From an optimization exercise on the open Yosys and OpenROAD flow, aimed at a short achievable clock period and few clock cycles; shortcuts taken in it are not production practice.
No run shown here included a check of the RTL's function; only the layout flow was run.
Power is estimated from default activity; no workload was simulated.

===== constraint.sdc =====
create_clock -name core_clock -period 8.5 [get_ports {clk}]
set_input_delay 1.7000 -clock core_clock [delete_from_list [all_inputs] [get_ports {clk}]]
set_output_delay 1.7000 -clock core_clock [all_outputs]
set_load 0.01 [all_outputs]

===== flow/run.sh =====
#!/bin/bash
# Layout flow: the standard flow (standard synthesis and all ORFS steps),
# with the port buffers inserted as plain buffers (buf_4) instead of the
# delay-cell buffers buffer_ports picks by default.
set -euo pipefail
export BUFFER_PORTS_ARGS="-buffer_cell sky130_fd_sc_hd__buf_4"
bash standard.sh > standard.log 2>&1

===== config.mk =====
export PLATFORM = sky130hd
export DESIGN_NAME = rvCore
export DESIGN_NICKNAME = rvCore
export VERILOG_FILES = /design/flow/design.v
export SDC_FILE = /design/flow/constraint.sdc
export NUM_CORES = 4
export LEC_CHECK = 0
export ABC_CLOCK_PERIOD_IN_PS = 1000
export CAP_MARGIN = 20
export CORE_MARGIN = 2
export CORE_UTILIZATION = 33
export PLACE_DENSITY = 0.4
export SETUP_SLACK_MARGIN = 5
export SLEW_MARGIN = 20
export SYNTH_HIERARCHICAL = 1

===== design.v =====
`timescale 1ns/1ps
module add9 (
    input  logic [8:0] a,
    input  logic [8:0] b,
    output logic [9:0] s
);
    assign s = {1'b0, a} + {1'b0, b};
endmodule
module fetchIncDec (
    input  logic [22:0] hi,
    output logic [22:0] hiP,
    output logic [22:0] hiM
);
    assign hiP = hi + 23'd1;
    assign hiM = hi - 23'd1;
endmodule
module fetchSel (
    input  logic [31:0] instr,
    input  logic [31:0] pc,
    input  logic [31:0] pc4,
    input  logic [22:0] hiP,
    input  logic [22:0] hiM,
    input  logic [9:0]  sumB,
    input  logic [9:0]  sumJ,
    input  logic        ovSel,
    input  logic [31:0] ovPc,
    output logic        take,
    output logic [31:0] pcNext
);
    logic        isJal, isBr, jalNear, bback, sgn;
    logic [9:0]  sum;
    logic [22:0] hiF;
    assign isJal   = (instr[6:0] == 7'b1101111);
    assign isBr    = (instr[6:0] == 7'b1100011);
    assign jalNear = isJal && (instr[19:12] == {8{instr[31]}}) &&
                     (instr[30:28] == {3{instr[31]}}) && (instr[20] == instr[31]);
    assign bback   = isBr && instr[31] && instr[7] && (instr[30:28] == 3'b111);
    assign take    = jalNear || bback;
    assign sgn     = instr[31];
    assign sum     = isJal ? sumJ : sumB;
    always_comb begin
        case ({sgn, sum[9]})
            2'b01:   hiF = hiP;
            2'b10:   hiF = hiM;
            default: hiF = pc[31:9];
        endcase
    end
    assign pcNext = ovSel ? ovPc : take ? {hiF, sum[8:0]} : pc4;
endmodule
`timescale 1ns/1ps
module wrDec (
    input  logic        en,
    input  logic [4:0]  rd,
    output logic [31:0] hot
);
    always_comb begin
        hot = '0;
        hot[rd] = en;
    end
endmodule
module rfRead (
    input  logic [1023:0] regs,
    input  logic [31:0]   valid,
    input  logic [4:0]    rs,
    input  logic          wbEn,
    input  logic [4:0]    wbRd,
    input  logic [31:0]   wbData,
    output logic [31:0]   val
);
    always_comb begin
        if (wbEn && (wbRd == rs))  val = wbData;
        else if (valid[rs])        val = regs[32*rs +: 32];
        else                       val = '0;
    end
endmodule
`timescale 1ns/1ps
module farTgt (
    input  logic [31:0] pc,
    input  logic [31:0] instr,
    output logic [31:0] tgt,
    output logic [31:0] tgtB
);
    logic [31:0] immJ, immB, tJ, tB;
    assign immJ = {{11{instr[31]}}, instr[31], instr[19:12], instr[20], instr[30:21], 1'b0};
    assign immB = {{19{instr[31]}}, instr[31], instr[7], instr[30:25], instr[11:8], 1'b0};
    assign tJ   = pc + immJ;
    assign tB   = pc + immB;
    assign tgt  = (instr[6:0] == 7'b1101111) ? tJ : tB;
    assign tgtB = tB;
endmodule
`timescale 1ns/1ps
module aluE (
    input  logic [31:0] opA,
    input  logic [31:0] opB,
    input  logic [31:0] constE,
    input  logic        sAdd, sSub, sSll, sSlt, sSltu, sXor, sSrl, sSra, sOr, sAnd, sConst,
    input  logic [2:0]  f3,
    output logic [31:0] res,
    output logic [31:0] sum,
    output logic        taken,
    output logic        takenEq,
    output logic        sumZero
);
    logic [31:0] diff, sll, srl, sra;
    logic        eq, lt, ltu;
    assign sum  = opA + opB;
    assign diff = opA - opB;
    assign sll  = opA << opB[4:0];
    assign srl  = opA >> opB[4:0];
    assign sra  = $signed(opA) >>> opB[4:0];
    assign eq   = (opA == opB);
    assign lt   = ($signed(opA) < $signed(opB));
    assign ltu  = (opA < opB);
    assign res = ({32{sAdd}}   & sum)
               | ({32{sSub}}   & diff)
               | ({32{sSll}}   & sll)
               | ({32{sSlt}}   & {31'b0, lt})
               | ({32{sSltu}}  & {31'b0, ltu})
               | ({32{sXor}}   & (opA ^ opB))
               | ({32{sSrl}}   & srl)
               | ({32{sSra}}   & sra)
               | ({32{sOr}}    & (opA | opB))
               | ({32{sAnd}}   & (opA & opB))
               | ({32{sConst}} & constE);
    always_comb begin
        case (f3)
            3'b000:  taken = eq;
            3'b001:  taken = !eq;
            3'b100:  taken = lt;
            3'b101:  taken = !lt;
            3'b110:  taken = ltu;
            default: taken = !ltu;
        endcase
    end
    assign takenEq = eq ^ f3[0];
    assign sumZero = ((opA ^ opB) == {opA[30:0] | opB[30:0], 1'b0});
endmodule
module opMux (
    input  logic        fromE,
    input  logic        fromM,
    input  logic [31:0] resE,
    input  logic [31:0] resM,
    input  logic [31:0] regVal,
    output logic [31:0] y
);
    assign y = fromE ? resE : fromM ? resM : regVal;
endmodule
`timescale 1ns/1ps
module dmemRead (
    input  logic [2047:0] dmem,
    input  logic [63:0]   wsel,
    output logic [31:0]   word
);
    always_comb begin
        word = '0;
        for (int i = 0; i < 64; i++) begin
            word = word | (dmem[32*i +: 32] & {32{wsel[i]}});
        end
    end
endmodule
module loadAlign (
    input  logic [31:0] word,
    input  logic [1:0]  off,
    input  logic [2:0]  f3,
    input  logic        isLd,
    input  logic [31:0] resM,
    output logic [31:0] y
);
    logic [31:0] shifted, loadVal;
    assign shifted = word >> {off, 3'b000};
    always_comb begin
        case (f3)
            3'b000:  loadVal = {{24{shifted[7]}}, shifted[7:0]};
            3'b001:  loadVal = {{16{shifted[15]}}, shifted[15:0]};
            3'b100:  loadVal = {24'b0, shifted[7:0]};
            3'b101:  loadVal = {16'b0, shifted[15:0]};
            default: loadVal = word;
        endcase
    end
    assign y = isLd ? loadVal : resM;
endmodule
`timescale 1ns/1ps
module rvCore (
    input  logic        clk,
    input  logic        rstN,
    output logic [31:0] imemAddr,
    input  logic [31:0] imemData,
    output logic        wbEn,
    output logic [4:0]  wbRd,
    output logic [31:0] wbData
);
    logic        stallD, jalBigD;
    logic        redirM, annul1M, annul2M, killEM, killDM, jalrLive;
    logic        isJalrE, redirectE, killDE;
    logic [31:0] altE;
    logic [31:0] jalTgtD, altM, jalrTgtE, brTgtD, redirTgtD;
    logic        redirD;
    logic [31:0] pcF, pcNext;
    assign imemAddr = pcF;
    logic        takeF;
    logic [9:0]  sumB, sumJ;
    logic [22:0] hiP, hiM;
    logic [31:0] pcF4, ovPc;
    logic        holdF, killF, ovSel;
    assign pcF4 = pcF + 32'd4;
    add9 fAddB (.a(pcF[8:0]), .b({imemData[28:25], imemData[11:8], 1'b0}), .s(sumB));
    add9 fAddJ (.a(pcF[8:0]), .b({imemData[28:21], 1'b0}), .s(sumJ));
    fetchIncDec fInc (.hi(pcF[31:9]), .hiP(hiP), .hiM(hiM));
    assign holdF = stallD;
    logic        farR, farLive;
    logic [31:0] farTgtR;
    assign farLive = farR && !killEM;
    assign killF = redirM || jalrLive || jalBigD || redirectE || farLive || redirD;
    assign ovSel = redirM || jalrLive || holdF || farLive || redirectE || redirD;
    logic [31:0] ovPcEarly;
    always_comb begin
        if (redirM)       ovPcEarly = altM;
        else if (farLive) ovPcEarly = farTgtR;
        else              ovPcEarly = pcF;
    end
    assign ovPc = jalrLive ? jalrTgtE : redirectE ? altE : redirD ? redirTgtD : ovPcEarly;
    fetchSel fSel (
        .instr(imemData), .pc(pcF), .pc4(pcF4), .hiP(hiP), .hiM(hiM), .sumB(sumB), .sumJ(sumJ),
        .ovSel(ovSel), .ovPc(ovPc), .take(takeF), .pcNext(pcNext)
    );
    logic [31:0] instrD, pcD;
    logic        validD, predD;
    always_ff @(posedge clk or negedge rstN) begin
        if (!rstN) begin
            pcF    <= '0;
            validD <= 1'b0;
        end else begin
            pcF <= pcNext;
            if (killF)        validD <= 1'b0;
            else if (!stallD) validD <= 1'b1;
        end
    end
    always_ff @(posedge clk) begin
        if (!stallD) begin
            instrD <= imemData;
            pcD    <= pcF;
            predD  <= takeF;
        end
    end
    logic [6:0] opD;
    logic [2:0] f3D;
    logic [4:0] rs1D, rs2D, rdD;
    logic       isLui, isAuipc, isJal, isJalr, isBr, isLd, isSt, isOpi, isOp;
    logic       useRs1, useRs2, writesD;
    assign opD  = instrD[6:0];
    assign f3D  = instrD[14:12];
    assign rs1D = instrD[19:15];
    assign rs2D = instrD[24:20];
    assign rdD  = instrD[11:7];
    assign isLui   = (opD == 7'b0110111);
    assign isAuipc = (opD == 7'b0010111);
    assign isJal   = (opD == 7'b1101111);
    assign isJalr  = (opD == 7'b1100111);
    assign isBr    = (opD == 7'b1100011);
    assign isLd    = (opD == 7'b0000011);
    assign isSt    = (opD == 7'b0100011);
    assign isOpi   = (opD == 7'b0010011);
    assign isOp    = (opD == 7'b0110011);
    assign useRs1  = isJalr | isBr | isLd | isSt | isOpi | isOp;
    assign useRs2  = isBr | isSt | isOp;
    assign writesD = (isLui | isAuipc | isJal | isJalr | isLd | isOpi | isOp) && (rdD != 5'd0);
    logic [31:0] immI, immS, immB, immU, immJ;
    assign immI = {{20{instrD[31]}}, instrD[31:20]};
    assign immS = {{20{instrD[31]}}, instrD[31:25], instrD[11:7]};
    assign immB = {{19{instrD[31]}}, instrD[31], instrD[7], instrD[30:25], instrD[11:8], 1'b0};
    assign immU = {instrD[31:12], 12'b0};
    assign immJ = {{11{instrD[31]}}, instrD[31], instrD[19:12], instrD[20], instrD[30:21], 1'b0};
    logic backD;
    assign backD   = isBr && instrD[31];
    assign jalBigD = validD && (isJal || backD) && !predD && !stallD;
    farTgt fTgt (.pc(pcD), .instr(instrD), .tgt(jalTgtD), .tgtB(brTgtD));
    always_ff @(posedge clk or negedge rstN) begin
        if (!rstN) farR <= 1'b0;
        else       farR <= jalBigD && goD;
    end
    always_ff @(posedge clk) farTgtR <= jalTgtD;
    logic [1023:32] regs;
    logic [31:1]    rvalid;
    logic [31:0]    rv1D, rv2D, wrHot;
    wrDec wDec (.en(wbEn), .rd(wbRd), .hot(wrHot));
    always_ff @(posedge clk or negedge rstN) begin
        if (!rstN) rvalid <= '0;
        else       rvalid <= rvalid | wrHot[31:1];
    end
    always_ff @(posedge clk) begin
        for (int i = 1; i < 32; i++) begin
            if (wrHot[i]) regs[32*i +: 32] <= wbData;
        end
    end
    rfRead rdA (.regs({regs, 32'b0}), .valid({rvalid, 1'b0}), .rs(rs1D),
                .wbEn(wbEn), .wbRd(wbRd), .wbData(wbData), .val(rv1D));
    rfRead rdB (.regs({regs, 32'b0}), .valid({rvalid, 1'b0}), .rs(rs2D),
                .wbEn(wbEn), .wbRd(wbRd), .wbData(wbData), .val(rv2D));
    logic        validE, wrE, isLdE;
    logic [4:0]  rdE;
    logic        validM, wrM;
    logic [4:0]  rdM;
    logic        aE, aM, bE, bM, bImmD;
    logic [31:0] opAD, opBD, resE, wbNext;
    assign stallD = validD && isLdE && wrE && !killEM &&
                    ((useRs1 && rs1D == rdE) || (useRs2 && rs2D == rdE));
    assign aE    = useRs1 && wrE && !killEM && (rdE == rs1D);
    assign aM    = useRs1 && wrM && (rdM == rs1D);
    assign bE    = useRs2 && wrE && !killEM && (rdE == rs2D);
    assign bM    = useRs2 && wrM && (rdM == rs2D);
    assign bImmD = isOpi | isLd | isJalr;
    logic [31:0] rv2Di;
    assign rv2Di = bImmD ? immI : rv2D;
    opMux muxA (.fromE(aE), .fromM(aM), .resE(resE), .resM(wbNext), .regVal(rv1D), .y(opAD));
    opMux muxB (.fromE(bE && !bImmD), .fromM(bM && !bImmD), .resE(resE), .resM(wbNext), .regVal(rv2Di), .y(opBD));
    logic        isBrE, isStE, predE, plainE;
    logic [1:0]  skipE;
    logic [2:0]  f3E;
    logic [31:0] rv1E, rv2E, constE;
    logic        isBrEqE, eqTypeD;
    logic [7:0]  immE;
    logic        selAdd, selSub, selSll, selSlt, selSltu, selXor, selSrl, selSra, selOr, selAnd, selConst;
    logic        sAddE, sSubE, sSllE, sSltE, sSltuE, sXorE, sSrlE, sSraE, sOrE, sAndE, sConstE;
    logic        goD;
    logic [1:0]  skipD;
    always_comb begin
        case (immB)
            32'd4:   skipD = 2'd1;
            32'd8:   skipD = 2'd2;
            32'd12:  skipD = 2'd3;
            default: skipD = 2'd0;
        endcase
    end
    assign eqTypeD = (f3D[2:1] == 2'b00);  
    assign goD = validD && !stallD && !killDM && !killDE && !jalrLive;
    logic fusedD, outcomeD, predBrD, isAddD, isAddE, sumZeroE;
    assign isAddD   = (isOp || isOpi) && (f3D == 3'b000) && !(isOp && instrD[30]);
    assign fusedD   = validD && isBr && eqTypeD && wrE && isAddE && !killEM && !jalBigD &&
                      (skipD != 2'd1) &&
                      (((rs2D == 5'd0) && (rs1D == rdE)) || ((rs1D == 5'd0) && (rs2D == rdE)));
    assign outcomeD = sumZeroE ^ f3D[0];
    assign predBrD  = fusedD ? outcomeD : backD;
    assign redirD   = fusedD && (outcomeD != backD) && !killDM;
    assign redirTgtD = outcomeD ? brTgtD : (pcD + 32'd4);
    always_comb begin
        selAdd = 1'b0; selSub = 1'b0; selSll = 1'b0; selSlt = 1'b0; selSltu = 1'b0;
        selXor = 1'b0; selSrl = 1'b0; selSra = 1'b0; selOr = 1'b0; selAnd = 1'b0;
        selConst = isLui | isAuipc | isJal | isJalr;
        if (isOp || isOpi) begin
            case (f3D)
                3'b000: begin
                    selSub = isOp && instrD[30];
                    selAdd = !(isOp && instrD[30]);
                end
                3'b001: selSll  = 1'b1;
                3'b010: selSlt  = 1'b1;
                3'b011: selSltu = 1'b1;
                3'b100: selXor  = 1'b1;
                3'b101: begin
                    selSra = instrD[30];
                    selSrl = !instrD[30];
                end
                3'b110: selOr   = 1'b1;
                default: selAnd = 1'b1;
            endcase
        end
    end
    always_ff @(posedge clk or negedge rstN) begin
        if (!rstN) begin
            validE  <= 1'b0;
            wrE     <= 1'b0;
            isLdE   <= 1'b0;
            isBrE   <= 1'b0;
            isBrEqE <= 1'b0;
            isJalrE <= 1'b0;
            isStE   <= 1'b0;
        end else begin
            validE  <= goD;
            wrE     <= goD && writesD;
            isLdE   <= goD && isLd;
            isBrE   <= goD && isBr && !eqTypeD && (skipD != 2'd1);
            isBrEqE <= goD && isBr && eqTypeD && (skipD != 2'd1);
            isJalrE <= goD && isJalr;
            isStE   <= goD && isSt;
        end
    end
    always_ff @(posedge clk) begin
        rdE     <= rdD;
        f3E     <= f3D;
        predE   <= predBrD;             
        plainE  <= !isJal && !backD && !redirD;  
        skipE   <= skipD;
        rv1E    <= opAD;
        rv2E    <= opBD;
        immE    <= isSt ? immS[7:0] : immI[7:0];
        constE  <= isLui ? immU : isAuipc ? (pcD + immU) : (pcD + 32'd4);
        altE    <= predBrD ? (pcD + 32'd4) : brTgtD;
        sAddE   <= selAdd | isLd | isSt;
        isAddE  <= isAddD;
        sSubE   <= selSub;
        sSllE   <= selSll;
        sSltE   <= selSlt;
        sSltuE  <= selSltu;
        sXorE   <= selXor;
        sSrlE   <= selSrl;
        sSraE   <= selSra;
        sOrE    <= selOr;
        sAndE   <= selAnd;
        sConstE <= selConst;
    end
    logic [31:0] resM;
    logic [31:0] opA, opB;
    logic [31:0] sum;
    logic        taken, takenEq;
    assign opA = rv1E;
    assign opB = rv2E;
    aluE alu (
        .opA(opA), .opB(opB), .constE(constE),
        .sAdd(sAddE), .sSub(sSubE), .sSll(sSllE), .sSlt(sSltE), .sSltu(sSltuE), .sXor(sXorE),
        .sSrl(sSrlE), .sSra(sSraE), .sOr(sOrE), .sAnd(sAndE), .sConst(sConstE),
        .f3(f3E), .res(resE), .sum(sum), .taken(taken), .takenEq(takenEq), .sumZero(sumZeroE)
    );
    logic brEqLive, annul1E, plainDnow;
    assign brEqLive  = isBrEqE && !killEM;
    assign plainDnow = !isJal && !backD;
    assign annul1E   = brEqLive && !predE && takenEq && (skipE == 2'd2) && plainDnow;
    assign redirectE = brEqLive && (takenEq != predE) && !annul1E;
    assign killDE    = redirectE || annul1E;
    assign jalrLive = isJalrE && !killEM;
    assign jalrTgtE = {sum[31:1], 1'b0};
    logic [7:0]  addrLo;
    logic [63:0] wselE;
    logic [3:0]  benE;
    logic [31:0] wrDataE;
    assign addrLo = opA[7:0] + immE[7:0];
    always_comb begin
        wselE = '0;
        wselE[addrLo[7:2]] = 1'b1;
        benE    = 4'b0000;
        wrDataE = opB;
        if (isStE) begin
            case (f3E[1:0])
                2'b00: begin
                    benE    = 4'b0001 << addrLo[1:0];
                    wrDataE = {4{opB[7:0]}};
                end
                2'b01: begin
                    benE    = addrLo[1] ? 4'b1100 : 4'b0011;
                    wrDataE = {2{opB[15:0]}};
                end
                default: benE = 4'b1111;
            endcase
        end
    end
    logic        liveE;
    logic        misM, takFwdM, plainEM;
    logic [1:0]  skipM;
    logic        isLdM;
    logic [2:0]  f3M;
    logic [63:0] wselM;
    logic [3:0]  benM;
    logic [1:0]  offM;
    logic [31:0] wrDataM;
    assign liveE = !killEM;
    always_ff @(posedge clk or negedge rstN) begin
        if (!rstN) begin
            validM  <= 1'b0;
            wrM     <= 1'b0;
            isLdM   <= 1'b0;
            benM    <= 4'b0000;
            misM    <= 1'b0;
            takFwdM <= 1'b0;
        end else begin
            validM  <= validE && liveE;
            wrM     <= wrE && liveE;
            isLdM   <= isLdE && liveE;
            benM    <= liveE ? benE : 4'b0000;
            misM    <= isBrE && liveE && predE && !taken;   
            takFwdM <= isBrE && liveE && !predE && taken;   
        end
    end
    always_ff @(posedge clk) begin
        rdM      <= rdE;
        f3M      <= f3E;
        resM     <= resE;
        wselM    <= wselE;
        offM     <= addrLo[1:0];
        wrDataM  <= wrDataE;
        altM     <= altE;
        skipM    <= skipE;
        plainEM  <= plainE;
    end
    logic plainNextM;
    assign plainNextM = plainE;    
    assign annul1M = takFwdM && (skipM == 2'd2) && plainNextM;
    assign annul2M = takFwdM && (skipM == 2'd3) && plainNextM && !predD;
    assign redirM  = misM || (takFwdM && !annul1M && !annul2M);
    assign killEM  = redirM || annul1M || annul2M;
    assign killDM  = redirM || annul2M;
    logic [2047:0] dmem;
    logic [31:0]   rdWord;
    always_ff @(posedge clk) begin
        for (int i = 0; i < 64; i++) begin
            for (int j = 0; j < 4; j++) begin
                if (wselM[i] && benM[j]) dmem[32*i + 8*j +: 8] <= wrDataM[8*j +: 8];
            end
        end
    end
    dmemRead dRead (.dmem(dmem), .wsel(wselM), .word(rdWord));
    loadAlign lAlign (.word(rdWord), .off(offM), .f3(f3M), .isLd(isLdM), .resM(resM), .y(wbNext));
    always_ff @(posedge clk or negedge rstN) begin
        if (!rstN) wbEn <= 1'b0;
        else       wbEn <= wrM;
    end
    always_ff @(posedge clk) begin
        wbRd   <= rdM;
        wbData <= wbNext;
    end
endmodule

===== standard.sh =====
#!/bin/bash
# synth_recipe.tcl (not shown) runs the flow's synth.tcl, then flattens the netlist and writes it again
# the make line also repeats each setting of config.mk as NAME=value (left out here)
make -C /OpenROAD-flow-scripts/flow DESIGN_CONFIG=/design/flow/config.mk WORK_HOME=/design/flow/orfs CLKGATE_MAP_FILE= SYNTH_SCRIPT=/design/flow/synth_recipe.tcl "${@:-finish}"

==> flow_summary.json, run 1 <==
{
  "nFillCells": 44960,
  "top_register": "dmem",
  "path_class": "reg -> reg",
  "rsz0062_at_grt": "yes",
  "setup_viol": 0,
  "core_area_mm2": 0.4853,
  "clockBufferDepth": 4,
  "largest_reg_flops": 2048,
  "via_per_inst": 5.868,
  "die-area_mm2": 0.4920,
  "finalSetupTns_ps": 0,
  "grt_overflow_total": 0,
  "gp_congestion": 0.9136,
  "fin_nets": 11517,
  "rr_startpoint": "wselM[15]",
  "first_pass_iters": 8,
  "dp_hpwl_mm": 431.3,
  "cts.sinks": 3586,
  "ir_drop_v": 0.0002142,
  "initial_core_util_pct": 33.08,
  "synth.avg_cell_area_um2": 15.02,
  "yosys_warnings": 13,
  "antenna_found_initial": 80,
  "vias": 106241,
  "fmax_mhz": 235.0,
  "post_drt_wl_per_cell_um": 36.80,
  "grt_pass1_wl_mm": 898.3,
  "cp_max_fo": 22,
  "io_pins": 104,
  "areaGrowthSynthToFinish_pct": 19.09,
  "finClkSkew_ps": 106.9,
  "clkTransAtPathRegs_ps": 70,
  "io_buffer_count": 103,
  "die_x_um": 701.5,
  "drt_wl_total_mm": 666.3,
  "cp.required_ps": 9310,
  "syn_area_mm2": 0.1605,
  "hp-class": "reg -> reg",
  "setup_ws_ps": 4245,
  "first_global_vias": 104510,
  "period_minus_slack_ps": 4255,
  "worstSetupStartpoint": "wselM[15]",
  "leakage_nw": 64.54,
  "h-tree-depth": 5,
  "rows": 256,
  "cts_tree": "done",
  "powerDensity_mw_per_mm2": 246.5,
  "slew_headroom_pct": 22.18,
  "cts-root-buf": "clkbuf_16",
  "slew_viol_final": 0,
  "dieHeight_um": 701.5,
  "final_layout_size_suffix_gt1_share_pct": 25.02,
  "drc_errors": 0,
  "worst_slew_pin_slew_ps": 1163,
  "hold_viol": 0,
  "status": "finished clean",
  "maxCapViolCount": 0,
  "cp-end-kind": "register",
  "worstHoldStart": "altE[17]",
  "dp_slack_ps": 2644,
  "ff2ff_setup_slack_ps": 4250,
  "grt_usage_pct": 26.21,
  "synthCells": 10689,
  "post-route-period-util_pct": 50.06,
  "drtIter0Drc": 11334,
  "reg_top3": "dmem x2048, regs x992, wselM x64",
  "cp-start-kind": "register",
  "cts_made_buffers": 409,
  "cp.arrival_ps": 5070,
  "antenna_left": 0,
  "insertion_delay_ps": 1050,
  "grt_max_degree": 89
}
-- timing repair --
item                                    in CTS  in global routing
pin swaps                                  125                152
hold buffers                                 0                  0
resized for setup                          802                289
buffers inserted                           228                130
cloned                                      35                  7
endpoints found under the setup margin    1357                214
-- placed cells by master (no fill, tap or decap), drive strengths merged, types with 39 or more instances in the layout --
cell type and count:
edfxtp 3105, mux2 249, mux2i 369, nand3 97, o22ai 90, o21ai 346, nor4 50, or2 49
buf 815, a221oi 542, and3 39, o2111ai 79, clkbuf 570, and2 277, nand4 185, a22o 517
mux4 452, dfrtp 80, a21oi 382, a22oi 70, clkinv 162, ha 192, nand2 536, xnor2 179
nor3 90, nor2 415, nand2b 49, a21o 83, a221o 94, inv 166, conb 68, a31oi 94
a211oi 72, a32o 64, or4 40, dfxtp 401, xor2 121
-- final cells by class --
type,count,area (um2),share of cell area [%]
clock buffers,562,11150,5.833
clock inverters,193,1719,0.8993
diodes,27,67.56,0.03534
repair inverters,2,17.52,0.009163
inverters,161,665.6,0.3482
well taps,6450,8070,4.221
repair buffers,847,8950,4.681
multi-input cells,6276,56850,29.73
flip-flops and latches,3586,103700,54.24
-- report_power, final --
part           switching (mW)  internal [mW]  total (mW)  leakage (nW)
clock network            7.41           9.78        17.2          6.29
logic                    6.43           3.37        9.80          25.2
registers               0.417           19.7        20.1          33.1
-- worst paths after layout --
path	endpoint	cells after the start
setup / recovery	rv1E[2]	12
hold / removal	altM[17]	0
setup reg to reg	rv1E[2]	12
hold reg to reg	altM[17]	0
max in group asynchronous	wbEn	2
min in group asynchronous	validD	1
-- layer usage --
metal / up-vias / global-route usage (%) / part of all wire, % / wire (um)
met4: 26 / 7.482 / 3.3 / 22100
met1: 56699 / 36.36 / 43 / 289400
met2: 3941 / 41.82 / 46 / 307900
li1: 44652 / - / - / -
met5: - / 0 / 0.025 / 164
met3: 923 / 5.053 / 7.0 / 46750
-- worst max-delay path: stages (launching register included) --
cell and delay, ps:
dfxtp_1 320, buf_12 140, buf_4 220, a22o_1 260
a221oi_2 340, nand4_1 770, or4_4 760, inv_2 150
a22oi_1 100, o221ai_2 370, o21ai_1 180, mux2i_1 200
o21ai_1 210
-- per-stage QoR --
step / cells / hold WS [ps] / area (um2) / power (mW) / util (%)
after floorplan: 10756 / 323.1 / 161400 / 24.67 / -
after global placement: 16920 / 334.4 / 169300 / 28.64 / 34.89
after detailed placement: 16922 / 330.6 / 169400 / 28.63 / 34.90
after CTS: 17940 / 292.5 / 188600 / 47.00 / 38.87
after global routing: 18078 / 297.0 / 191100 / 48.53 / 39.38
final: 18104 / 299.1 / 191200 / 47.13 / 39.40
==> inputs of run 2 (changes only) <==
==> run.sh (new file) <==
#!/bin/bash
# synth_recipe.tcl (not shown) runs the flow's synth.tcl, then flattens the netlist and writes it again
# the make line also repeats each setting of config.mk as NAME=value (left out here)
make -C /OpenROAD-flow-scripts/flow DESIGN_CONFIG=/design/flow/config.mk WORK_HOME=/design/flow/orfs CLKGATE_MAP_FILE= SYNTH_SCRIPT=/design/flow/synth_recipe.tcl finish
removed: flow/run.sh
removed: standard.sh
==> run 2 against run 1 <==
  * Largest cell class unchanged
  * Core utilization rose by 0.12 points
  * Still clean
  * Total power rose by 1.1%
  * Hold slack improved by 10 ps
  * Via count fell by 0.31%
  * Largest power group unchanged
  * Setup slack improved by 56 ps
  * Highest routed layer unchanged
  * Clock skew fell by 4.9 ps
  * Flip-flop and latch count did not move
  * Register-to-register slack improved by 60 ps
  * Final cell count barely moved
  * Non-clock buffer count fell by 7
==> flow_summary.json, run 2 <==
{
  "status": "finished clean",
  "period_minus_slack_ps": 4199,
  "grt_usage_pct": 26.62,
  "path_depth": 15,
  "slew_headroom_pct": 22.43,
  "cts_hold_buf": 0,
  "path_class": "reg -> reg",
  "drt_wl_total_mm": 672.6,
  "crit_slowest_cell": "or4_4",
  "path_cells": "buf_12 -> buf_12 -> a22o_1 -> a221oi_2 -> nand4_1 -> or4_4 -> mux2i_2 -> o21ai_2 -> a211oi_4 -> buf_6 -> buf_12 -> buf_12 -> o221ai_4 -> mux2i_1 -> o21ai_1",
  "leakage_nw": 64.71,
  "cp.required_ps": 9340,
  "vias": 105909,
  "multiInputGateArea_mm2": 0.05705,
  "insertion_delay_ps": 1060,
  "synthCells": 10689,
  "cts.sinks": 3586,
  "clockBufferDepth": 4,
  "die-area_mm2": 0.4920,
  "dieHeight_um": 701.5,
  "cp-start-kind": "register",
  "post-route-period-util_pct": 49.40,
  "setup_viol": 0,
  "cp.arrival_ps": 5040,
  "cts-root-buf": "clkbuf_16",
  "ir_drop_v": 0.0002327,
  "die_x_um": 701.5,
  "setup_ws_ps": 4301,
  "rsz0062_at_grt": "yes",
  "cp_slowest_stage_delay_ps": 810,
  "grt_pass1_wl_mm": 908.6,
  "via_per_inst": 5.854,
  "dp_slack_ps": 2658,
  "core_area_mm2": 0.4853,
  "io_pins": 104,
  "first_pass_iters": 6,
  "fin_nets": 11521,
  "drtIter0Drc": 11041,
  "hold_viol": 0,
  "cts_made_buffers": 415,
  "worst_slew_pin_slew_ps": 1162,
  "path_delay_family": "simple AND/OR/NAND/NOR gates",
  "layout_common_cells": "3105 x edfxtp_1, 533 x buf_4, 525 x nand2_1",
  "grt_max_degree": 106,
  "yosys_warnings": 13,
  "drc_errors": 0,
  "post_drt_wl_per_cell_um": 37.17,
  "hp-class": "reg -> reg",
  "powerDensity_mw_per_mm2": 248.3,
  "dp_hpwl_mm": 439.4,
  "layout_commonest_cell": "edfxtp_1",
  "reg2reg_depth": 15,
  "utilization_pct": 39.52,
  "final_layout_size_suffix_gt1_share_pct": 25.05,
  "fmax_mhz": 238.2,
  "syn_area_mm2": 0.1605,
  "finClkSkew_ps": 101.9,
  "areaGrowthSynthToFinish_pct": 19.47,
  "reg_top3": "dmem x2048, regs x992, wselM x64",
  "top_register": "dmem",
  "cp-end-kind": "register",
  "rows": 256,
  "antenna_found_initial": 74,
  "cts_tree": "done",
  "whs_ps": 309.6,
  "clkTransAtPathRegs_ps": 60,
  "crit_buf_inv": 5,
  "largest_reg_flops": 2048,
  "antenna_left": 0,
  "gp_congestion": 0.9208,
  "regArea_mm2": 0.1038,
  "maxCapViolCount": 0,
  "initial_core_util_pct": 33.08,
  "io_buffer_count": 103,
  "synth.avg_cell_area_um2": 15.02,
  "grt_overflow_total": 0,
  "nFillCells": 44911,
  "worstHoldPathCells": 0,
  "slew_viol_final": 0,
  "h-tree-depth": 5,
  "critPathMostFrequentCell": "buf_12",
  "cp_max_fo": 6,
  "finalSetupTns_ps": 0,
  "first_global_vias": 105458
}
run 2: metal layers:
metal	vias to the layer above	GRT usage [%]	routed length [um]	share of wire, %
met1	56349	36.57	290800	43
met2	4034	43.51	316400	47
met5	-	0	121	0.018
met3	847	4.338	43090	6.4
li1	44661	-	-	-
met4	18	7.555	22210	3.3
run 2: cell type report:
class | instances | share of cell area [%]
repair buffers | 840 | 4.716
clock inverters | 227 | 1.024
flip-flops and latches | 3586 | 54.11
repair inverters | 2 | 0.009134
multi-input cells | 6281 | 29.75
well taps | 6450 | 4.208
inverters | 161 | 0.3458
clock buffers | 527 | 5.813
diodes | 19 | 0.02479
run 2: worst paths after layout:
kind	startpoint	slack [ps]	endpoint
worst min register to register	altE[29]	310	altM[29]
worst max register to register	wselM[15]	4300	rv1E[17]
min in group asynchronous	rstN	700	rvalid[12]
worst max-delay path	wselM[15]	4300	rv1E[17]
max in group asynchronous	rstN	6400	wbEn
worst min-delay path	altE[29]	310	altM[29]
run 2: metrics by stage:
| step | instances | cell area, um2 | power, mW |
|---|---|---|---|
| floorplan | 10756 | 161400 | 24.67 |
| global placement | 16915 | 169500 | 28.71 |
| detailed placement | 16918 | 169600 | 28.71 |
| CTS | 18003 | 190300 | 47.62 |
| global route | 18076 | 191700 | 49.02 |
| finish | 18093 | 191800 | 47.62 |
run 2: what timing repair did:
item                                     CTS  global route
pin swaps                                180           105
gates cloned                              45             6
endpoints found under the setup margin  1233           188
buffers inserted                         286            64
resized for setup                       1284           153
run 2: power by group:
group / internal, mW / total [mW] / switching, mW
clock: 9.95 / 17.5 / 7.50
sequential: 19.7 / 20.2 / 0.471
combinational: 3.44 / 9.97 / 6.53
total: 33.1 / 47.6 / 14.5
==> inputs of run 3 (changes only) <==
--- a/design.v
+++ b/design.v
@@ -50,43 +50,2 @@
 `timescale 1ns/1ps
-module wrDec (
-    input  logic        en,
-    input  logic [4:0]  rd,
-    output logic [31:0] hot
-);
-    always_comb begin
-        hot = '0;
-        hot[rd] = en;
-    end
-endmodule
-module rfRead (
-    input  logic [1023:0] regs,
-    input  logic [31:0]   valid,
-    input  logic [4:0]    rs,
-    input  logic          wbEn,
-    input  logic [4:0]    wbRd,
-    input  logic [31:0]   wbData,
-    output logic [31:0]   val
-);
-    always_comb begin
-        if (wbEn && (wbRd == rs))  val = wbData;
-        else if (valid[rs])        val = regs[32*rs +: 32];
-        else                       val = '0;
-    end
-endmodule
-`timescale 1ns/1ps
-module farTgt (
-    input  logic [31:0] pc,
-    input  logic [31:0] instr,
-    output logic [31:0] tgt,
-    output logic [31:0] tgtB
-);
-    logic [31:0] immJ, immB, tJ, tB;
-    assign immJ = {{11{instr[31]}}, instr[31], instr[19:12], instr[20], instr[30:21], 1'b0};
-    assign immB = {{19{instr[31]}}, instr[31], instr[7], instr[30:25], instr[11:8], 1'b0};
-    assign tJ   = pc + immJ;
-    assign tB   = pc + immB;
-    assign tgt  = (instr[6:0] == 7'b1101111) ? tJ : tB;
-    assign tgtB = tB;
-endmodule
-`timescale 1ns/1ps
 module aluE (
@@ -96,11 +55,9 @@
     input  logic        sAdd, sSub, sSll, sSlt, sSltu, sXor, sSrl, sSra, sOr, sAnd, sConst,
-    input  logic [2:0]  f3,
     output logic [31:0] res,
     output logic [31:0] sum,
-    output logic        taken,
-    output logic        takenEq,
-    output logic        sumZero
+    output logic        eq,
+    output logic        lt,
+    output logic        ltu
 );
     logic [31:0] diff, sll, srl, sra;
-    logic        eq, lt, ltu;
     assign sum  = opA + opB;
@@ -124,14 +81,2 @@
                | ({32{sConst}} & constE);
-    always_comb begin
-        case (f3)
-            3'b000:  taken = eq;
-            3'b001:  taken = !eq;
-            3'b100:  taken = lt;
-            3'b101:  taken = !lt;
-            3'b110:  taken = ltu;
-            default: taken = !ltu;
-        endcase
-    end
-    assign takenEq = eq ^ f3[0];
-    assign sumZero = ((opA ^ opB) == {opA[30:0] | opB[30:0], 1'b0});
 endmodule
@@ -195,4 +140,3 @@
     logic [31:0] altE;
-    logic [31:0] jalTgtD, altM, jalrTgtE, brTgtD, redirTgtD;
-    logic        redirD;
+    logic [31:0] jalTgtD, altM, jalrTgtE;
     logic [31:0] pcF, pcNext;
@@ -212,4 +156,4 @@
     assign farLive = farR && !killEM;
-    assign killF = redirM || jalrLive || jalBigD || redirectE || farLive || redirD;
-    assign ovSel = redirM || jalrLive || holdF || farLive || redirectE || redirD;
+    assign killF = redirM || jalrLive || jalBigD || redirectE || farLive;
+    assign ovSel = redirM || jalrLive || holdF || farLive || redirectE;
     logic [31:0] ovPcEarly;
@@ -220,3 +164,3 @@
     end
-    assign ovPc = jalrLive ? jalrTgtE : redirectE ? altE : redirD ? redirTgtD : ovPcEarly;
+    assign ovPc = jalrLive ? jalrTgtE : redirectE ? altE : ovPcEarly;
     fetchSel fSel (
@@ -275,3 +219,3 @@
     assign jalBigD = validD && (isJal || backD) && !predD && !stallD;
-    farTgt fTgt (.pc(pcD), .instr(instrD), .tgt(jalTgtD), .tgtB(brTgtD));
+    assign jalTgtD = pcD + (isJal ? immJ : immB);
     always_ff @(posedge clk or negedge rstN) begin
@@ -281,19 +225,23 @@
     always_ff @(posedge clk) farTgtR <= jalTgtD;
-    logic [1023:32] regs;
-    logic [31:1]    rvalid;
-    logic [31:0]    rv1D, rv2D, wrHot;
-    wrDec wDec (.en(wbEn), .rd(wbRd), .hot(wrHot));
+    logic [31:0] regs [1:31];
+    logic [31:1] rvalid;
+    logic [31:0] rv1D, rv2D;
     always_ff @(posedge clk or negedge rstN) begin
-        if (!rstN) rvalid <= '0;
-        else       rvalid <= rvalid | wrHot[31:1];
+        if (!rstN) begin
+            rvalid <= '0;
+        end else if (wbEn) begin
+            rvalid[wbRd] <= 1'b1;
+        end
     end
     always_ff @(posedge clk) begin
-        for (int i = 1; i < 32; i++) begin
-            if (wrHot[i]) regs[32*i +: 32] <= wbData;
-        end
+        if (wbEn) regs[wbRd] <= wbData;
+    end
+    always_comb begin
+        if (wbEn && (wbRd == rs1D))                rv1D = wbData;
+        else if (rs1D != 5'd0 && rvalid[rs1D])     rv1D = regs[rs1D];
+        else                                       rv1D = '0;
+        if (wbEn && (wbRd == rs2D))                rv2D = wbData;
+        else if (rs2D != 5'd0 && rvalid[rs2D])     rv2D = regs[rs2D];
+        else                                       rv2D = '0;
     end
-    rfRead rdA (.regs({regs, 32'b0}), .valid({rvalid, 1'b0}), .rs(rs1D),
-                .wbEn(wbEn), .wbRd(wbRd), .wbData(wbData), .val(rv1D));
-    rfRead rdB (.regs({regs, 32'b0}), .valid({rvalid, 1'b0}), .rs(rs2D),
-                .wbEn(wbEn), .wbRd(wbRd), .wbData(wbData), .val(rv2D));
     logic        validE, wrE, isLdE;
@@ -335,11 +283,2 @@
     assign goD = validD && !stallD && !killDM && !killDE && !jalrLive;
-    logic fusedD, outcomeD, predBrD, isAddD, isAddE, sumZeroE;
-    assign isAddD   = (isOp || isOpi) && (f3D == 3'b000) && !(isOp && instrD[30]);
-    assign fusedD   = validD && isBr && eqTypeD && wrE && isAddE && !killEM && !jalBigD &&
-                      (skipD != 2'd1) &&
-                      (((rs2D == 5'd0) && (rs1D == rdE)) || ((rs1D == 5'd0) && (rs2D == rdE)));
-    assign outcomeD = sumZeroE ^ f3D[0];
-    assign predBrD  = fusedD ? outcomeD : backD;
-    assign redirD   = fusedD && (outcomeD != backD) && !killDM;
-    assign redirTgtD = outcomeD ? brTgtD : (pcD + 32'd4);
     always_comb begin
@@ -389,4 +328,4 @@
         f3E     <= f3D;
-        predE   <= predBrD;             
-        plainE  <= !isJal && !backD && !redirD;  
+        predE   <= backD;               
+        plainE  <= !isJal && !backD;    
         skipE   <= skipD;
@@ -396,5 +335,4 @@
         constE  <= isLui ? immU : isAuipc ? (pcD + immU) : (pcD + 32'd4);
-        altE    <= predBrD ? (pcD + 32'd4) : brTgtD;
+        altE    <= backD ? (pcD + 32'd4) : (pcD + immB);
         sAddE   <= selAdd | isLd | isSt;
-        isAddE  <= isAddD;
         sSubE   <= selSub;
@@ -413,3 +351,3 @@
     logic [31:0] sum;
-    logic        taken, takenEq;
+    logic        eq, lt, ltu, taken;
     assign opA = rv1E;
@@ -420,5 +358,16 @@
         .sSrl(sSrlE), .sSra(sSraE), .sOr(sOrE), .sAnd(sAndE), .sConst(sConstE),
-        .f3(f3E), .res(resE), .sum(sum), .taken(taken), .takenEq(takenEq), .sumZero(sumZeroE)
+        .res(resE), .sum(sum), .eq(eq), .lt(lt), .ltu(ltu)
     );
-    logic brEqLive, annul1E, plainDnow;
+    always_comb begin
+        case (f3E)
+            3'b000:  taken = eq;
+            3'b001:  taken = !eq;
+            3'b100:  taken = lt;
+            3'b101:  taken = !lt;
+            3'b110:  taken = ltu;
+            default: taken = !ltu;
+        endcase
+    end
+    logic takenEq, brEqLive, annul1E, plainDnow;
+    assign takenEq   = eq ^ f3E[0];
     assign brEqLive  = isBrEqE && !killEM;
==> run 3 against run 2 <==
  * Sequential share of layout area up 0.56 points
  * Clock power hardly changed
  * Non-clock buffer count down 14
  * Design area is 0.91% lower
  * Final cell count shrank 3.3%
  * Sequential power hardly changed
  * Hold slack better by 39 ps
  * Routed wire length decreased by 12%
  * Count of clock-buffer cells in the layout fell by 20
  * Global-route usage decreased by 2.9 points
  * Maximum frequency rose by 6.9%
  * Critical endpoint is now rv1E[30]
==> flow_summary.json, run 3 <==
{
  "status": "finished clean",
  "antenna_found_initial": 27,
  "cp.required_ps": 9290,
  "gp_congestion": 0.9258,
  "vias": 99321,
  "period_minus_slack_ps": 3929,
  "insertion_delay_ps": 1000,
  "post-route-period-util_pct": 46.23,
  "post_drt_wl_per_cell_um": 33.69,
  "grt_overflow_total": 0,
  "clkTransAtPathRegs_ps": 60,
  "core_area_mm2": 0.4755,
  "ff2ff_setup_slack_ps": 4570,
  "cts.sinks": 3594,
  "cts_tree": "done",
  "die-area_mm2": 0.4838,
  "areaGrowthSynthToFinish_pct": 20.41,
  "dp_hpwl_mm": 361.4,
  "yosys_warnings": 10,
  "synth_cell_type_count": 128,
  "synth.area.top_cells": "edfxtp_1 59%, mux4_2 9.0%, dfxtp_1 5.2%",
  "drt_wl_total_mm": 589.5,
  "dp_cells": 16272,
  "drtIter0Drc": 9324,
  "synth-edff-count": 3105,
  "clockBufferDepth": 4,
  "yosysSeqAreaShare_pct": 65.54,
  "synthFlopType": "edfxtp_1",
  "rows": 253,
  "maxCapViolCount": 0,
  "worstHoldPathCells": 0,
  "slew_headroom_pct": 15.70,
  "dieHeight_um": 695.5,
  "fin_nets": 11006,
  "yosys.area_share.simple_pct": 6.221,
  "cp.arrival_ps": 4710,
  "power.net_switching_mw": 13.12,
  "synthCells": 10201,
  "hp-class": "reg -> reg",
  "synth_top_family_by_area": "compound AO/OA/AOI/OAI gates",
  "internal_power_mw": 32.77,
  "yosys.area.top_type_share_pct": 59.08,
  "grt_max_degree": 92,
  "path_class": "reg -> reg",
  "p_seq_share_pct": 43.4,
  "cts_made_buffers": 406,
  "die_x_um": 695.5,
  "cp_max_fo": 7,
  "reg2reg_depth": 15,
  "ir_drop_v": 0.0001763,
  "synth_common_cells": "3105 x edfxtp_1, 630 x mux4_2, 555 x a221oi_1",
  "grt_usage_pct": 23.71,
  "initial_core_util_pct": 33.19,
  "drc_errors": 0,
  "finalSetupTns_ps": 0,
  "pwr-share-comb_pct": 18.9,
  "rsz0062_at_grt": "yes",
  "first_global_vias": 100077,
  "synth.avg_cell_area_um2": 15.47,
  "largest_reg_flops": 2048,
  "cts-root-buf": "clkbuf_16",
  "synth_adder_area_share_pct": 1.727,
  "leakage_nw": 63.39,
  "via_per_inst": 5.676,
  "instances_no_fill": 17497,
  "setup_viol": 0,
  "synth-seq-cells": 3594,
  "grt_pass1_wl_mm": 812.7,
  "io_buffer_count": 103,
  "synth-compound-area-share_pct": 11.26,
  "synthArstFlopShare_pct": 2.226,
  "hold_viol": 0,
  "reg_top3": "dmem x2048, regs x992, wselM x64",
  "final_layout_size_suffix_gt1_share_pct": 26.59,
  "first_pass_iters": 6,
  "powerDensity_mw_per_mm2": 241.5,
  "worst_slew_pin_slew_ps": 1260,
  "h-tree-depth": 5,
  "cp-start-kind": "register",
  "slew_viol_final": 0,
  "switching_share_pct": 28.60,
  "synth-xor-area-share_pct": 1.524,
  "fmax_mhz": 254.5,
  "top_register": "dmem",
  "cp-end-kind": "register",
  "yosysTopAreaCell": "edfxtp_1",
  "synth_most_common_cell": "edfxtp_1",
  "layout_commonest_cell": "edfxtp_1",
  "syn_area_mm2": 0.1578,
  "io_pins": 104,
  "layout_common_cells": "3105 x edfxtp_1, 630 x mux4_2, 507 x a22o_1",
  "antenna_left": 0,
  "finClkSkew_ps": 63.41,
  "synth.mux.area_fraction_pct": 11.12,
  "power_frac_clock_pct": 37.7
}
==> run 3: critical path: stages (launching register included) <==
cell      delay (ps)
dfxtp_4          350
buf_12           140
a22o_4           250
a221oi_4         220
nand4_1          420
or4_4            780
mux2i_4          280
nor3b_4           80
a211oi_4         300
buf_6            180
buf_12           120
buf_6             90
buf_6            100
o21ai_4           60
mux2i_1          180
o21ai_1          130
==> run 3: power groups by stage <==
stage | Sequential, mW | Clock [mW] | Combinational (mW)
5_1_grt | 19.9 | 18.4 | 9.08
2_1_floorplan | 20.3 | 0 | 3.67
3_3_place_gp | 20.4 | 0 | 6.72
4_1_cts | 19.9 | 17.7 | 8.29
3_5_place_dp | 20.4 | 0 | 6.72
6_report | 19.9 | 17.3 | 8.66
==> run 3: stage by stage <==
stage          setup slack, ps  cell area (um2)  hold WS, ps  util, %  total power [mW]
2_1_floorplan             4677           158500        323.3        -             23.96
3_3_place_gp              2629           166400        327.7    35.00             27.13
3_5_place_dp              2977           166500        329.9    35.01             27.14
4_1_cts                   4595           187600        342.2    39.46             45.94
5_1_grt                   4488           190000        345.7    39.95             47.40
6_report                  4571           190000        348.3    39.97             45.89
==> run 3: what timing repair did <==
action	CTS	global route
pin swaps	216	164
gates resized for setup	1213	238
cloned	45	10
hold buffers	0	0
setup buffers	279	119
setup endpoints to repair	366	246
==> run 3: Yosys stat by module, one instance, submodules excluded <==
module / area, um2 / cells
rvCore: 132100 / 6696
dmemRead: 11180 / 1376
aluE: 9087 / 1315
fetchSel: 1428 / 226
loadAlign: 1018 / 164
fetchIncDec: 898.4 / 126
opMux: 714.4 / 107
add9: 354.1 / 42
==> run 3: routing by layer <==
layer / share of wire [%] / routed length, um / track usage, % / up-vias
met5: 0.0088 / 52 / 0 / -
met4: 3.5 / 20630 / 7.160 / 6
met3: 4.6 / 26930 / 2.642 / 809
met2: 49 / 286800 / 39.81 / 3064
met1: 43 / 255200 / 32.30 / 52868
li1: - / - / - / 42574
==> run 3: cells by family (layout without fill, tap and decap cells) <==
group / after synthesis / after routing
multiplexers: 954 / 954
adder cells (fa/ha/maj): 213 / 213
XOR/XNOR: 272 / 272
AND/OR/NAND/NOR: 1935 / 1938
AO/OA/AOI/OAI: 2362 / 2365
buffers and inverters: 870 / 1760
flip-flops: 3594 / 3594
other: 1 / 26
==> run 3: area by class of cell <==
cell class / instances / area [um2]
multi-input cells: 5744 / 54970
repair inverters: 2 / 22.52
well taps: 6375 / 7976
flip-flops and latches: 3594 / 103900
fillers: 43610 / 285400
diodes: 24 / 60.06
clock inverters: 240 / 2171
repair buffers: 826 / 9336
clock buffers: 507 / 10840
inverters: 185 / 759.5
==> run 3: path summary, 6_finish.rpt <==
path,start,to
worst min register to register,altE[23],altM[23]
worst min-delay path,altE[23],altM[23]
min in group asynchronous,rstN,rvalid[18]
max in group asynchronous,rstN,pcF[26]
worst max-delay path,wselM[28],rv1E[30]
worst max register to register,wselM[28],rv1E[30]
==> inputs of run 4 (changes only) <==
--- a/design.v
+++ b/design.v
@@ -1,8 +1,11 @@
 `timescale 1ns/1ps
-module add9 (
-    input  logic [8:0] a,
-    input  logic [8:0] b,
-    output logic [9:0] s
+module fetchAdd9 (
+    input  logic [8:0]  pcLo,
+    input  logic [31:0] instr,
+    output logic [9:0]  sum
 );
-    assign s = {1'b0, a} + {1'b0, b};
+    logic [8:0] imm;
+    assign imm = (instr[6:0] == 7'b1101111) ? {instr[28:21], 1'b0}
+                                            : {instr[28:25], instr[11:8], 1'b0};
+    assign sum = {1'b0, pcLo} + {1'b0, imm};
 endmodule
@@ -22,4 +25,3 @@
     input  logic [22:0] hiM,
-    input  logic [9:0]  sumB,
-    input  logic [9:0]  sumJ,
+    input  logic [9:0]  sum,
     input  logic        ovSel,
@@ -30,3 +32,2 @@
     logic        isJal, isBr, jalNear, bback, sgn;
-    logic [9:0]  sum;
     logic [22:0] hiF;
@@ -39,3 +40,2 @@
     assign sgn     = instr[31];
-    assign sum     = isJal ? sumJ : sumB;
     always_comb begin
@@ -50,79 +50,2 @@
 `timescale 1ns/1ps
-module aluE (
-    input  logic [31:0] opA,
-    input  logic [31:0] opB,
-    input  logic [31:0] constE,
-    input  logic        sAdd, sSub, sSll, sSlt, sSltu, sXor, sSrl, sSra, sOr, sAnd, sConst,
-    output logic [31:0] res,
-    output logic [31:0] sum,
-    output logic        eq,
-    output logic        lt,
-    output logic        ltu
-);
-    logic [31:0] diff, sll, srl, sra;
-    assign sum  = opA + opB;
-    assign diff = opA - opB;
-    assign sll  = opA << opB[4:0];
-    assign srl  = opA >> opB[4:0];
-    assign sra  = $signed(opA) >>> opB[4:0];
-    assign eq   = (opA == opB);
-    assign lt   = ($signed(opA) < $signed(opB));
-    assign ltu  = (opA < opB);
-    assign res = ({32{sAdd}}   & sum)
-               | ({32{sSub}}   & diff)
-               | ({32{sSll}}   & sll)
-               | ({32{sSlt}}   & {31'b0, lt})
-               | ({32{sSltu}}  & {31'b0, ltu})
-               | ({32{sXor}}   & (opA ^ opB))
-               | ({32{sSrl}}   & srl)
-               | ({32{sSra}}   & sra)
-               | ({32{sOr}}    & (opA | opB))
-               | ({32{sAnd}}   & (opA & opB))
-               | ({32{sConst}} & constE);
-endmodule
-module opMux (
-    input  logic        fromE,
-    input  logic        fromM,
-    input  logic [31:0] resE,
-    input  logic [31:0] resM,
-    input  logic [31:0] regVal,
-    output logic [31:0] y
-);
-    assign y = fromE ? resE : fromM ? resM : regVal;
-endmodule
-`timescale 1ns/1ps
-module dmemRead (
-    input  logic [2047:0] dmem,
-    input  logic [63:0]   wsel,
-    output logic [31:0]   word
-);
-    always_comb begin
-        word = '0;
-        for (int i = 0; i < 64; i++) begin
-            word = word | (dmem[32*i +: 32] & {32{wsel[i]}});
-        end
-    end
-endmodule
-module loadAlign (
-    input  logic [31:0] word,
-    input  logic [1:0]  off,
-    input  logic [2:0]  f3,
-    input  logic        isLd,
-    input  logic [31:0] resM,
-    output logic [31:0] y
-);
-    logic [31:0] shifted, loadVal;
-    assign shifted = word >> {off, 3'b000};
-    always_comb begin
-        case (f3)
-            3'b000:  loadVal = {{24{shifted[7]}}, shifted[7:0]};
-            3'b001:  loadVal = {{16{shifted[15]}}, shifted[15:0]};
-            3'b100:  loadVal = {24'b0, shifted[7:0]};
-            3'b101:  loadVal = {16'b0, shifted[15:0]};
-            default: loadVal = word;
-        endcase
-    end
-    assign y = isLd ? loadVal : resM;
-endmodule
-`timescale 1ns/1ps
 module rvCore (
@@ -144,3 +67,3 @@
     logic        takeF;
-    logic [9:0]  sumB, sumJ;
+    logic [9:0]  sumF;
     logic [22:0] hiP, hiM;
@@ -149,4 +72,3 @@
     assign pcF4 = pcF + 32'd4;
-    add9 fAddB (.a(pcF[8:0]), .b({imemData[28:25], imemData[11:8], 1'b0}), .s(sumB));
-    add9 fAddJ (.a(pcF[8:0]), .b({imemData[28:21], 1'b0}), .s(sumJ));
+    fetchAdd9 fAdd (.pcLo(pcF[8:0]), .instr(imemData), .sum(sumF));
     fetchIncDec fInc (.hi(pcF[31:9]), .hiP(hiP), .hiM(hiM));
@@ -166,3 +88,3 @@
     fetchSel fSel (
-        .instr(imemData), .pc(pcF), .pc4(pcF4), .hiP(hiP), .hiM(hiM), .sumB(sumB), .sumJ(sumJ),
+        .instr(imemData), .pc(pcF), .pc4(pcF4), .hiP(hiP), .hiM(hiM), .sum(sumF),
         .ovSel(ovSel), .ovPc(ovPc), .take(takeF), .pcNext(pcNext)
@@ -259,6 +181,4 @@
     assign bImmD = isOpi | isLd | isJalr;
-    logic [31:0] rv2Di;
-    assign rv2Di = bImmD ? immI : rv2D;
-    opMux muxA (.fromE(aE), .fromM(aM), .resE(resE), .resM(wbNext), .regVal(rv1D), .y(opAD));
-    opMux muxB (.fromE(bE && !bImmD), .fromM(bM && !bImmD), .resE(resE), .resM(wbNext), .regVal(rv2Di), .y(opBD));
+    assign opAD  = aE ? resE : aM ? wbNext : rv1D;
+    assign opBD  = bImmD ? immI : bE ? resE : bM ? wbNext : rv2D;
     logic        isBrE, isStE, predE, plainE;
@@ -350,3 +270,3 @@
     logic [31:0] opA, opB;
-    logic [31:0] sum;
+    logic [31:0] sum, diff, sll, srl, sra;
     logic        eq, lt, ltu, taken;
@@ -354,8 +274,21 @@
     assign opB = rv2E;
-    aluE alu (
-        .opA(opA), .opB(opB), .constE(constE),
-        .sAdd(sAddE), .sSub(sSubE), .sSll(sSllE), .sSlt(sSltE), .sSltu(sSltuE), .sXor(sXorE),
-        .sSrl(sSrlE), .sSra(sSraE), .sOr(sOrE), .sAnd(sAndE), .sConst(sConstE),
-        .res(resE), .sum(sum), .eq(eq), .lt(lt), .ltu(ltu)
-    );
+    assign sum  = opA + opB;
+    assign diff = opA - opB;
+    assign sll  = opA << opB[4:0];
+    assign srl  = opA >> opB[4:0];
+    assign sra  = $signed(opA) >>> opB[4:0];
+    assign eq   = (opA == opB);
+    assign lt   = ($signed(opA) < $signed(opB));
+    assign ltu  = (opA < opB);
+    assign resE = ({32{sAddE}}   & sum)
+                | ({32{sSubE}}   & diff)
+                | ({32{sSllE}}   & sll)
+                | ({32{sSltE}}   & {31'b0, lt})
+                | ({32{sSltuE}}  & {31'b0, ltu})
+                | ({32{sXorE}}   & (opA ^ opB))
+                | ({32{sSrlE}}   & srl)
+                | ({32{sSraE}}   & sra)
+                | ({32{sOrE}}    & (opA | opB))
+                | ({32{sAndE}}   & (opA & opB))
+                | ({32{sConstE}} & constE);
     always_comb begin
@@ -449,3 +382,3 @@
     logic [2047:0] dmem;
-    logic [31:0]   rdWord;
+    logic [31:0]   rdWord, shifted, loadVal;
     always_ff @(posedge clk) begin
@@ -457,4 +390,19 @@
     end
-    dmemRead dRead (.dmem(dmem), .wsel(wselM), .word(rdWord));
-    loadAlign lAlign (.word(rdWord), .off(offM), .f3(f3M), .isLd(isLdM), .resM(resM), .y(wbNext));
+    always_comb begin
+        rdWord = '0;
+        for (int i = 0; i < 64; i++) begin
+            rdWord = rdWord | (dmem[32*i +: 32] & {32{wselM[i]}});
+        end
+    end
+    assign shifted = rdWord >> {offM, 3'b000};
+    always_comb begin
+        case (f3M)
+            3'b000:  loadVal = {{24{shifted[7]}}, shifted[7:0]};
+            3'b001:  loadVal = {{16{shifted[15]}}, shifted[15:0]};
+            3'b100:  loadVal = {24'b0, shifted[7:0]};
+            3'b101:  loadVal = {16'b0, shifted[15:0]};
+            default: loadVal = rdWord;
+        endcase
+    end
+    assign wbNext = isLdM ? loadVal : resM;
     always_ff @(posedge clk or negedge rstN) begin
==> run 4 against run 3 <==
  * Sequential power up 4%
  * Register-to-register slack worse by 250 ps
  * Non-clock buffer count up 113
  * Clock power about the same
  * Clock skew up 34 ps
  * Hold slack worse by 25 ps
  * Core utilization up 0.41 points
  * Flip-flop and latch count unchanged
  * Largest power group unchanged
==> flow_summary.json, run 4 <==
{
  "layout_common_cells": "3105 x edfxtp_1, 647 x mux4_2, 552 x buf_4",
  "clkTransAtPathRegs_ps": 60,
  "leakage_nw": 63.56,
  "io_buffer_count": 103,
  "synthCells": 10150,
  "synth_cell_type_count": 111,
  "powerDensity_mw_per_mm2": 254.0,
  "yosysTopAreaCell": "edfxtp_1",
  "vias": 107205,
  "die_x_um": 692.0,
  "yosys_warnings": 8,
  "synth-xor-area-share_pct": 1.514,
  "synth_most_common_cell": "edfxtp_1",
  "synth_common_cells": "3105 x edfxtp_1, 647 x mux4_2, 503 x nor2_1",
  "hold_viol": 0,
  "dp_slack_ps": 2547,
  "insertion_delay_ps": 1040,
  "rsz0062_at_grt": "yes",
  "initial_core_util_pct": 33.14,
  "reg_top3": "dmem x2048, regs x992, wselM x64",
  "cts_hold_buf": 0,
  "finalSetupTns_ps": 0,
  "worstSetupStartpoint": "wselM[36]",
  "cts-root-buf": "clkbuf_16",
  "cp-end-kind": "register",
  "drt_wl_total_mm": 741.5,
  "synth.avg_cell_area_um2": 15.39,
  "finClkSkew_ps": 97.50,
  "synth_top_family_by_area": "compound AO/OA/AOI/OAI gates",
  "cp-start-kind": "register",
  "synth.mux.area_fraction_pct": 10.78,
  "fin_nets": 11001,
  "dieHeight_um": 692.0,
  "p_total_mw": 48.35,
  "io_pins": 104,
  "cts_made_buffers": 405,
  "path_class": "reg -> reg",
  "first_pass_iters": 6,
  "reg2reg_depth": 14,
  "via_per_inst": 6.177,
  "grt_max_degree": 103,
  "period_minus_slack_ps": 4177,
  "cts.sinks": 3594,
  "grt_overflow_total": 0,
  "antenna_left": 0,
  "gp_congestion": 0.9197,
  "yosys.area.top_type_share_pct": 59.69,
  "first_global_vias": 102951,
  "layout_commonest_cell": "edfxtp_1",
  "cts_tree": "done",
  "yosysSeqAreaShare_pct": 66.21,
  "fmax_mhz": 239.4,
  "nFillCells": 42949,
  "slew_headroom_pct": 22.68,
  "dp_hpwl_mm": 456.3,
  "drtIter0Drc": 14919,
  "synthFlopType": "edfxtp_1",
  "ir_drop_v": 0.0002008,
  "setup_viol": 0,
  "ff2ff_setup_slack_ps": 4320,
  "regArea_mm2": 0.1041,
  "yosys.area_share.simple_pct": 6.006,
  "synth-edff-count": 3105,
  "largest_reg_flops": 2048,
  "top_register": "dmem",
  "core_area_mm2": 0.4714,
  "syn_area_mm2": 0.1562,
  "status": "finished clean",
  "post-route-period-util_pct": 49.14,
  "r2r-end": "rv2E[20]",
  "cp_max_fo": 15,
  "antenna_found_initial": 58,
  "setup_ws_ps": 4323,
  "utilization_pct": 40.38,
  "cp.arrival_ps": 5020,
  "worst_slew_pin_slew_ps": 1160,
  "synth-compound-area-share_pct": 11.47,
  "synth-seq-cells": 3594,
  "hp-class": "reg -> reg",
  "rows": 252,
  "multiInputGateArea_mm2": 0.05413,
  "die-area_mm2": 0.4789,
  "slew_viol_final": 0,
  "grt_pass1_wl_mm": 973.6,
  "maxCapViolCount": 0,
  "cp.required_ps": 9340,
  "h-tree-depth": 5,
  "synthArstFlopShare_pct": 2.226,
  "grt_usage_pct": 29.97,
  "synth.area.top_cells": "edfxtp_1 60%, mux4_2 9.3%, dfxtp_1 5.2%",
  "synth_adder_area_share_pct": 1.652,
  "timing.critical_path.to": "rv2E[20]",
  "post_drt_wl_per_cell_um": 42.72,
  "drc_errors": 0,
  "final_layout_size_suffix_gt1_share_pct": 28.00,
  "rr_startpoint": "wselM[36]",
  "clockBufferDepth": 4,
  "areaGrowthSynthToFinish_pct": 21.84
}
run 4: cell types whose count changed after synthesis, moves of 55 or more:
| cell | change |
|---|---|
| o211ai_1 | +66 |
| a221oi_1 | -55 |
| buf_2 | -71 |
| nand2_1 | -68 |
| buf_1 | +102 |
| o21ai_1 | -91 |
| clkbuf_1 | +85 |
| mux2i_1 | -63 |
run 4: stage by stage:
stage / std cells / cell area (um2) / hold WS [ps]
after floorplan: 10150 / 156700 / 324.9
after global placement: 16083 / 165700 / 330.8
after detailed placement: 16089 / 165800 / 337.0
after CTS: 17222 / 187500 / 322.8
after global routing: 17339 / 190300 / 338.7
final: 17356 / 190300 / 323.5
run 4: critical path: stages, from the launching register on:
cell and delay [ps]:
dfxtp_4 380, buf_12 180, a22o_1 230, a221oi_2 230, nand4_1 390, or4_4 780, mux4_2 580, nand2b_4 110
a21boi_4 240, buf_12 140, buf_16 130, buf_6 100, o22ai_4 70, o211ai_1 230, o211ai_1 110
run 4: repair_timing:
| action | in CTS | in global routing |
|---|---|---|
| pin swaps | 218 | 198 |
| gates resized for setup | 1360 | 381 |
| endpoints found under the setup margin | 353 | 219 |
| cloned | 32 | 7 |
| buffers inserted | 344 | 109 |
run 4: power breakdown:
part	switching [mW]	internal, mW
clock	7.60	9.97
sequential	0.776	19.9
combinational	6.29	3.78
total	14.7	33.7
run 4: kinds of logic (layout without fill, tap and decap cells):
kind of cell / after synthesis / count (layout)
DFF: 3594 / 3594
AOI/OAI and AO/OA: 2411 / 2411
and+or+nand+nor: 1873 / 1876
buffers and inverters: 932 / 1894
muxes: 868 / 868
xor gates and xnor gates: 270 / 270
adders and majority gates: 202 / 202
other: 0 / 18
run 4: layout make-up:
| class | instances | area share, % |
|---|---|---|
| Antenna cell | 18 | 0.02367 |
| Clock buffer | 532 | 5.828 |
| Clock inverter | 225 | 1.029 |
| Inverter | 197 | 0.4365 |
| Multi-Input combinational cell | 5627 | 28.44 |
| Sequential cell | 3594 | 54.67 |
| Tap cell | 6223 | 4.091 |
| Timing Repair Buffer | 939 | 5.479 |
| Timing Repair inverter | 1 | 0.004602 |
run 4: Yosys stat by module (local to each module, per instance):
module	times used	flip-flops and latches	cell area, um2
rvCore	1	3594	153600
fetchSel	1	0	1399
fetchIncDec	1	0	863.3
fetchAdd9	1	0	382.9
run 4: layer usage:
| layer | track usage [%] | share of wire (%) | up-vias | routed length (um) |
|---|---|---|---|---|
| met5 | 0 | 0.015 | - | 112 |
| met3 | 4.825 | 8.2 | 873 | 60760 |
| li1 | - | - | 42379 | - |
| met1 | 43.76 | 44 | 58275 | 323400 |
| met4 | 8.695 | 3.6 | 16 | 26800 |
| met2 | 46.00 | 45 | 5662 | 330500 |
run 4: worst min path at each step:
stage / from / end / slack [ps] / cells after the start
after floorplan: farTgtR[0] / altM[0] / 320 / 0
after global placement: altE[13] / altM[13] / 330 / 0
after detailed placement: altE[10] / altM[10] / 340 / 0
after CTS: altE[5] / altM[5] / 320 / 0
after global routing: altE[5] / altM[5] / 340 / 0
final: altE[5] / altM[5] / 320 / 0

static timing again, ports no longer ideal:
In the flow no input, the clock included, has a driving cell. The finished layouts below were timed again as built, in two steps. Step 1: set_driving_cell puts a clkbuf_16 on clk and a buf_2 on each other input, an assumption about the parent block. Step 2, shift: input delay + t, output delay - t, t = (earliest + latest rising clock arrival at the registers) / 2. This alone moves slack from input paths to output paths. Three values: ideal ports, drivers, drivers and shift; two values: the first two.
run | shift t [ns] | slack for setup (ns) | cell pins on the clock port's net
run 1 | 1.113 | 4.245 / 4.245 / 3.682 | 1
run 2 | 1.133 | 4.301 / 4.301 / 3.700 | 1
run 3 | 1.079 | 4.571 / 4.571 / 3.943 | 1
run 4 | 1.119 | 4.323 / 4.323 / 3.765 | 1
After both steps setup and hold are still met in every run listed. The setup slack of run 3, which loses most, moves by 0.000 ns with the drivers and by -0.628 ns with both steps.
